This design comes from an exercise in tuning for small area, a short achievable clock period and few clock cycles per item on the open sky130 flow, not from production work.
Only simulation tests tie the RTL to the original design; equivalence was not proved.
Power figures rest on the tool's default switching activity, not on a simulated workload.

==> inputs of build 77 <==
==> flow/design.v <==
`default_nettype none
package lane_runner_pkg;
  localparam logic [1:0] CELL_ROAD  = 2'd0;
  localparam logic [1:0] CELL_LOW   = 2'd1;
  localparam logic [1:0] CELL_HIGH  = 2'd2;
  localparam logic [1:0] CELL_TRAIN = 2'd3;
  localparam logic [1:0] ACT_FWD   = 2'd0;
  localparam logic [1:0] ACT_RIGHT = 2'd1;
  localparam logic [1:0] ACT_LEFT  = 2'd2;
  localparam logic [1:0] ACT_JUMP  = 2'd3;
  typedef enum logic [2:0] {
    ST_IDLE  = 3'd0,
    ST_LOAD  = 3'd1,
    ST_SOLVE = 3'd2,
    ST_EMIT  = 3'd3,
    ST_FAIL  = 3'd4
  } state_t;
  function automatic logic [1:0] walk_action(input int rank);
    case (rank)
      0:       walk_action = ACT_FWD;
      1:       walk_action = ACT_JUMP;
      2:       walk_action = ACT_RIGHT;
      default: walk_action = ACT_LEFT;
    endcase
  endfunction
endpackage
`default_nettype wire
`default_nettype none
module lane_step_rule
(
  input  wire logic [1:0] src_cell,
  input  wire logic [1:0] dst_cell,
  input  wire logic [1:0] action,
  input  wire logic       dst_in_range,
  output logic            legal
);
  logic w_change;
  always_comb begin
    w_change = (action == lane_runner_pkg::ACT_RIGHT) || (action == lane_runner_pkg::ACT_LEFT);
    legal = dst_in_range
         && (dst_cell != lane_runner_pkg::CELL_TRAIN)
         && !(w_change && ((dst_cell == lane_runner_pkg::CELL_LOW) || (dst_cell == lane_runner_pkg::CELL_HIGH)))
         && !((action == lane_runner_pkg::ACT_FWD) && (dst_cell == lane_runner_pkg::CELL_LOW))
         && !((action == lane_runner_pkg::ACT_JUMP) && (dst_cell == lane_runner_pkg::CELL_HIGH))
         && !((action == lane_runner_pkg::ACT_JUMP) && (src_cell == lane_runner_pkg::CELL_LOW));
  end
endmodule
`default_nettype wire
`default_nettype none
module lane_runner_solver
#(
  parameter int LANES = 4,
  parameter int COLS  = 64,
  parameter int LW    = $clog2(LANES)
) (
  input  wire logic             clk,
  input  wire logic             rst,
  input  wire logic             in_valid,
  input  wire logic [LW-1:0]    init,
  input  wire logic [2*LANES-1:0] in_map,
  output wire logic             out_valid,
  output wire logic [1:0]       out,
  output wire logic [LW-1:0]    lane_out,
  output wire logic             no_path
);
  localparam int CW = $clog2(COLS);
  localparam int PL = COLS - 2;
  localparam int PW = 2 * PL;
  logic          load_q;       
  logic          emit_q;       
  logic [CW-1:0] cnt_q;
  logic          a_first_q;    
  logic          a_step_q;     
  logic          a_last_q;     
  logic [LW-1:0] init_q;
  logic [LANES-1:0] road_q;    
  logic [LANES-1:0] low_q;     
  logic [LANES-1:0] stl_q;     
  logic [LANES-1:0]            reach_q;   
  logic [LANES-1:0][LANES-1:0] ord_q;     
  logic [LANES-1:0][PW-1:0]    path_q;    
  logic [LANES-1:0]            esel_q;    
  logic                 out_valid_q;
  logic [1:0]           out_q;
  logic [LW-1:0]        lane_out_q;
  logic                 no_path_q;
  logic [LANES-1:0] w_road, w_low, w_stl;
  for (genvar l = 0; l < LANES; l++) begin : g_dec
    assign w_road[l] = (in_map[2*l +: 2] == lane_runner_pkg::CELL_ROAD);
    assign w_low[l]  = (in_map[2*l +: 2] == lane_runner_pkg::CELL_LOW);
    assign w_stl[l]  = (in_map[2*l +: 2] != lane_runner_pkg::CELL_TRAIN) && !(w_low[l] && low_q[l]);
  end
  logic [LANES-1:0][LANES-1:0] w_bef;     
  logic [LANES-1:0][2:0]       w_cand;    
  logic [LANES-1:0][2:0]       w_win;
  logic [LANES-1:0]            w_reach;
  logic [LANES-1:0][1:0]       w_act;
  logic [LANES-1:0][LANES-1:0] w_ord;
  logic [LANES-1:0]            w_hc;      
  logic [LANES-1:0]            w_best;    
  logic [LANES-1:0]            w_end;     
  logic [LANES-1:0][1:0]       w_first_l;
  logic [1:0]                  w_first;   
  for (genvar i = 0; i < LANES; i++) begin : g_bef_i
    for (genvar j = 0; j < LANES; j++) begin : g_bef_j
      if (i < j) begin : g_lt
        assign w_bef[i][j] = ord_q[i][j];
      end else if (i > j) begin : g_gt
        assign w_bef[i][j] = !ord_q[j][i];
      end else begin : g_eq
        assign w_bef[i][j] = 1'b0;
      end
    end
  end
  for (genvar d = 0; d < LANES; d++) begin : g_lane
    if (d > 0) begin : g_r
      assign w_cand[d][0] = reach_q[d-1] && road_q[d];
    end else begin : g_nr
      assign w_cand[d][0] = 1'b0;
    end
    assign w_cand[d][1] = reach_q[d] && stl_q[d];
    if (d < LANES - 1) begin : g_l
      assign w_cand[d][2] = reach_q[d+1] && road_q[d];
    end else begin : g_nl
      assign w_cand[d][2] = 1'b0;
    end
    for (genvar k = 0; k < 3; k++) begin : g_k
      logic [2:0] w_beats;
      for (genvar k2 = 0; k2 < 3; k2++) begin : g_k2
        if (k2 != k && d - 1 + k >= 0 && d - 1 + k < LANES && d - 1 + k2 >= 0 && d - 1 + k2 < LANES) begin : g_cmp
          assign w_beats[k2] = !w_cand[d][k2] || w_bef[d-1+k][d-1+k2];
        end else begin : g_nocmp
          assign w_beats[k2] = 1'b1;
        end
      end
      assign w_win[d][k] = w_cand[d][k] && (&w_beats);
    end
    assign w_reach[d] = |w_cand[d];
    assign w_act[d] = w_win[d][1] ? (low_q[d] ? lane_runner_pkg::ACT_JUMP : lane_runner_pkg::ACT_FWD) :
                      w_win[d][0] ? lane_runner_pkg::ACT_RIGHT : lane_runner_pkg::ACT_LEFT;
    for (genvar d2 = 0; d2 < LANES; d2++) begin : g_ord
      if (d2 > d) begin : g_pair
        logic [8:0] w_term;
        for (genvar k1 = 0; k1 < 3; k1++) begin : g_k1
          for (genvar k2 = 0; k2 < 3; k2++) begin : g_k2
            if (d - 1 + k1 < 0 || d - 1 + k1 >= LANES || d2 - 1 + k2 < 0 || d2 - 1 + k2 >= LANES) begin : g_none
              assign w_term[3*k1+k2] = 1'b0;
            end else if (d - 1 + k1 == d2 - 1 + k2) begin : g_same
              assign w_term[3*k1+k2] = (k1 == 1) && w_win[d][k1] && w_win[d2][k2];
            end else begin : g_diff
              assign w_term[3*k1+k2] = w_win[d][k1] && w_win[d2][k2] && w_bef[d-1+k1][d2-1+k2];
            end
          end
        end
        assign w_ord[d][d2] = |w_term;
      end else begin : g_nopair
        assign w_ord[d][d2] = 1'b0;
      end
    end
    logic w_rt, w_lt;
    if (d < LANES - 1) begin : g_rt
      assign w_rt = road_q[d+1];
    end else begin : g_nrt
      assign w_rt = 1'b0;
    end
    if (d > 0) begin : g_lt
      assign w_lt = road_q[d-1];
    end else begin : g_nlt
      assign w_lt = 1'b0;
    end
    assign w_hc[d] = reach_q[d] && (stl_q[d] || w_rt || w_lt);
    logic [LANES-1:0] w_first_beats;
    for (genvar t = 0; t < LANES; t++) begin : g_best
      if (t != d) begin : g_cmp
        assign w_first_beats[t] = !w_hc[t] || w_bef[d][t];
      end else begin : g_self
        assign w_first_beats[t] = 1'b1;
      end
    end
    assign w_best[d] = w_hc[d] && (&w_first_beats);
    assign w_first_l[d] = w_best[d] ? path_q[d][PW-1:PW-2] : 2'b00;
  end
  for (genvar d = 0; d < LANES; d++) begin : g_end
    logic w_from_r, w_from_l;
    if (d > 0) begin : g_fr
      assign w_from_r = w_best[d-1] && !stl_q[d-1] && road_q[d];
    end else begin : g_nfr
      assign w_from_r = 1'b0;
    end
    if (d < LANES - 1) begin : g_fl
      assign w_from_l = w_best[d+1] && !stl_q[d+1] && !g_lane[d+1].w_rt && road_q[d];
    end else begin : g_nfl
      assign w_from_l = 1'b0;
    end
    assign w_end[d] = (w_best[d] && stl_q[d]) || w_from_r || w_from_l;
  end
  always_comb begin
    w_first = '0;
    for (int l = 0; l < LANES; l++) w_first = w_first | w_first_l[l];
  end
  logic [LANES-1:0][1:0] w_emit_l;
  logic [1:0]    w_emit_act;
  logic [1:0]    w_act_o;
  logic [LW-1:0] w_lane_b;
  logic [LW-1:0] w_lane_o;
  for (genvar l = 0; l < LANES; l++) begin : g_emit
    assign w_emit_l[l] = esel_q[l] ? path_q[l][PW-1:PW-2] : 2'b00;
  end
  always_comb begin
    w_emit_act = '0;
    for (int l = 0; l < LANES; l++) w_emit_act = w_emit_act | w_emit_l[l];
  end
  assign w_act_o  = a_last_q ? w_first : w_emit_act;
  assign w_lane_b = a_last_q ? init_q : lane_out_q;
  assign w_lane_o = (w_act_o == lane_runner_pkg::ACT_RIGHT) ? w_lane_b + LW'(1) :
                    (w_act_o == lane_runner_pkg::ACT_LEFT)  ? w_lane_b - LW'(1) : w_lane_b;
  logic w_take0, w_take, w_col_last, w_alive;
  assign w_take0    = !load_q && !emit_q && !a_last_q && in_valid;
  assign w_take     = load_q && in_valid;
  assign w_col_last = (cnt_q == CW'(COLS - 1));
  assign w_alive    = |w_reach;
  always_ff @(posedge clk or posedge rst) begin
    if (rst) begin
      load_q      <= 1'b0;
      emit_q      <= 1'b0;
      cnt_q       <= '0;
      a_first_q   <= 1'b0;
      a_step_q    <= 1'b0;
      a_last_q    <= 1'b0;
      out_valid_q <= 1'b0;
      no_path_q   <= 1'b0;
    end else begin
      a_first_q   <= w_take0;
      a_step_q    <= w_take;
      a_last_q    <= w_take && w_col_last && w_alive;
      out_valid_q <= 1'b0;
      no_path_q   <= 1'b0;
      if (w_take0) begin
        load_q <= 1'b1;
        cnt_q  <= CW'(1);
      end else if (load_q) begin
        cnt_q <= cnt_q + CW'(1);
        if (!in_valid) begin
          load_q <= 1'b0;            
        end else if (w_col_last) begin
          load_q    <= 1'b0;
          no_path_q <= !w_alive;     
        end
      end else if (a_last_q) begin
        if (|w_hc) begin
          out_valid_q <= 1'b1;
          emit_q      <= 1'b1;
          cnt_q       <= CW'(1);
        end else begin
          no_path_q <= 1'b1;
        end
      end else if (emit_q) begin
        out_valid_q <= 1'b1;
        cnt_q       <= cnt_q + CW'(1);
        if (cnt_q == CW'(COLS - 2)) emit_q <= 1'b0;
      end
    end
  end
  always_ff @(posedge clk) begin
    road_q <= w_road;
    low_q  <= w_low;
    stl_q  <= w_stl;
    if (w_take0) init_q <= init;
    if (a_first_q)                  reach_q <= (LANES'(1) << init_q) & road_q;
    else if (a_step_q && !a_last_q) reach_q <= w_reach;
    else                            reach_q <= '0;
    if (a_first_q) ord_q <= '0;
    else           ord_q <= w_ord;
    if (a_last_q) esel_q <= w_end;
    out_q      <= w_act_o;
    lane_out_q <= w_lane_o;
  end
  for (genvar d = 0; d < LANES; d++) begin : g_path
    logic [PW-1:0] w_next;
    if (d > 0 && d < LANES - 1) begin : g_mid
      assign w_next = w_win[d][0] ? {path_q[d-1][PW-3:0], w_act[d]} :
                      w_win[d][2] ? {path_q[d+1][PW-3:0], w_act[d]} :
                                    {path_q[d][PW-3:0], w_act[d]};
    end else if (d > 0) begin : g_top
      assign w_next = w_win[d][0] ? {path_q[d-1][PW-3:0], w_act[d]} :
                                    {path_q[d][PW-3:0], w_act[d]};
    end else begin : g_bot
      assign w_next = w_win[d][2] ? {path_q[d+1][PW-3:0], w_act[d]} :
                                    {path_q[d][PW-3:0], w_act[d]};
    end
    always_ff @(posedge clk) path_q[d] <= w_next;
  end
  assign out_valid = out_valid_q;
  assign out       = out_q;
  assign lane_out  = lane_out_q;
  assign no_path   = no_path_q;
endmodule
`default_nettype wire
==> flow/run.sh <==
#!/bin/bash
# synth_recipe.tcl (not shown) runs the flow's synth.tcl, then flattens the netlist and writes it again
# the make line also repeats each setting of config.mk as NAME=value (left out here)
make -C /OpenROAD-flow-scripts/flow DESIGN_CONFIG=/design/flow/config.mk WORK_HOME=/design/flow/orfs CLKGATE_MAP_FILE= SYNTH_SCRIPT=/design/flow/synth_recipe.tcl finish
==> flow/config.mk <==
export PLATFORM = sky130hd
export DESIGN_NAME = lane_runner_solver
export DESIGN_NICKNAME = lane_runner_solver
export VERILOG_FILES = /design/flow/design.v
export SDC_FILE = /design/flow/constraint.sdc
export NUM_CORES = 4
export LEC_CHECK = 0
export CAP_MARGIN = 20
export CORE_MARGIN = 2
export CORE_UTILIZATION = 40
export SETUP_SLACK_MARGIN = 3.1
export SLEW_MARGIN = 20
==> flow/constraint.sdc <==
create_clock -name core_clock -period 5.5 [get_ports {clk}]
set_input_delay 1.1000 -clock core_clock [delete_from_list [all_inputs] [get_ports {clk}]]
set_output_delay 1.1000 -clock core_clock [all_outputs]
set_load 0.01 [all_outputs]
==> trial 8 (differences from build 77) <==
--- a/flow/config.mk
+++ b/flow/config.mk
@@ -10,3 +10,2 @@
 export CORE_UTILIZATION = 40
-export SETUP_SLACK_MARGIN = 3.1
 export SLEW_MARGIN = 20
==> trial 70 (differences from build 77) <==
--- a/flow/config.mk
+++ b/flow/config.mk
@@ -10,3 +10,3 @@
 export CORE_UTILIZATION = 40
-export SETUP_SLACK_MARGIN = 3.1
+export SETUP_SLACK_MARGIN = 2.6
 export SLEW_MARGIN = 20
==> impl_metrics.py <==
metrics = {
    "final_layout": {
        "buffer_area_share_pct": 1.48,
        "syn_to_final_growth_pct": 11.6,
        "multi_input_cells": 1433,
    },
    "drt": {
        "wl_met1_mm": 18.8,
    },
    "status": {
        "status": "complete, no violations",
    },
    "worst_setup_path": {
        "reg2reg_to": "path_q[168]$_DFF_P_",
        "cp_top_family": "buffers and inverters",
    },
    "power": {
        "finalPower_mw": 8.17,
        "power_per_cell_area_mw_per_mm2": 362,
    },
    "timing": {
        "period_needed_ps": 2770,
    },
}
# the run above: trial 70

==> impl_metrics.py <==
metrics = {
    "power": {
        "power_per_cell_area_mw_per_mm2": 361,
        "finalPower_mw": 8.20,
    },
    "worst_setup_path": {
        "cp_top_family": "simple AND/OR/NAND/NOR gates",
    },
    "final_layout": {
        "multi_input_cells": 1439,
    },
    "timing": {
        "period_needed_ps": 2380,
    },
    "status": {
        "status": "complete, no violations",
    },
}
# the run above: build 77

==> impl_metrics.py <==
metrics = {
    "power": {
        "power_per_cell_area_mw_per_mm2": 362,
    },
    "drt": {
        "wl_met1_mm": 18.8,
    },
    "final_layout": {
        "buffer_area_share_pct": 1.48,
        "multi_input_cells": 1433,
        "seq_area_share_pct": 48.5,
    },
    "status": {
        "status": "complete, no violations",
    },
    "worst_setup_path": {
        "cp_top_family": "buffers and inverters",
    },
}
# the run above: trial 8

Testbench counts of build 77, summed over its fixed seeds: cycles 130,290, maps 1,200.
Testbench counts of trial 8, summed over its fixed seeds: cycles 130,290, maps 1,200.
Testbench counts of trial 70, summed over its fixed seeds: cycles 130,290, maps 1,200.

## re-timing with driven ports
The results above use ideal ports. As a check the final layouts listed here were re-extracted and re-timed, cells and wires unchanged. Step 1 sets driving cells, clkbuf_16 on the clock port and buf_2 on the other inputs (assumed; they add their load-dependent delay and slew). Step 2 moves the port delays by t, midway between the first and last clock arrival at a register: inputs arrive t later, outputs are due t later. That takes back most of the time a late clock gives input paths. a / b / c = ideal ports / drivers / drivers and shift; a / b = the first two.
| run | shift t [ns] | setup WS [ns] | worst data-port slew with drivers (ns) |
|---|---|---|---|
| build 77 | 0.649 | 3.121 / 3.116 / 2.838 | 0.05 |
| trial 8 | 0.642 | 2.748 / 2.748 / 2.748 | 0.05 |
| trial 70 | 0.641 | 2.725 / 2.725 / 2.725 | 0.05 |
After both steps every run listed still meets setup and hold. The setup slack of build 77, which loses most, moves by -0.005 ns with the drivers and by -0.283 ns with both steps.
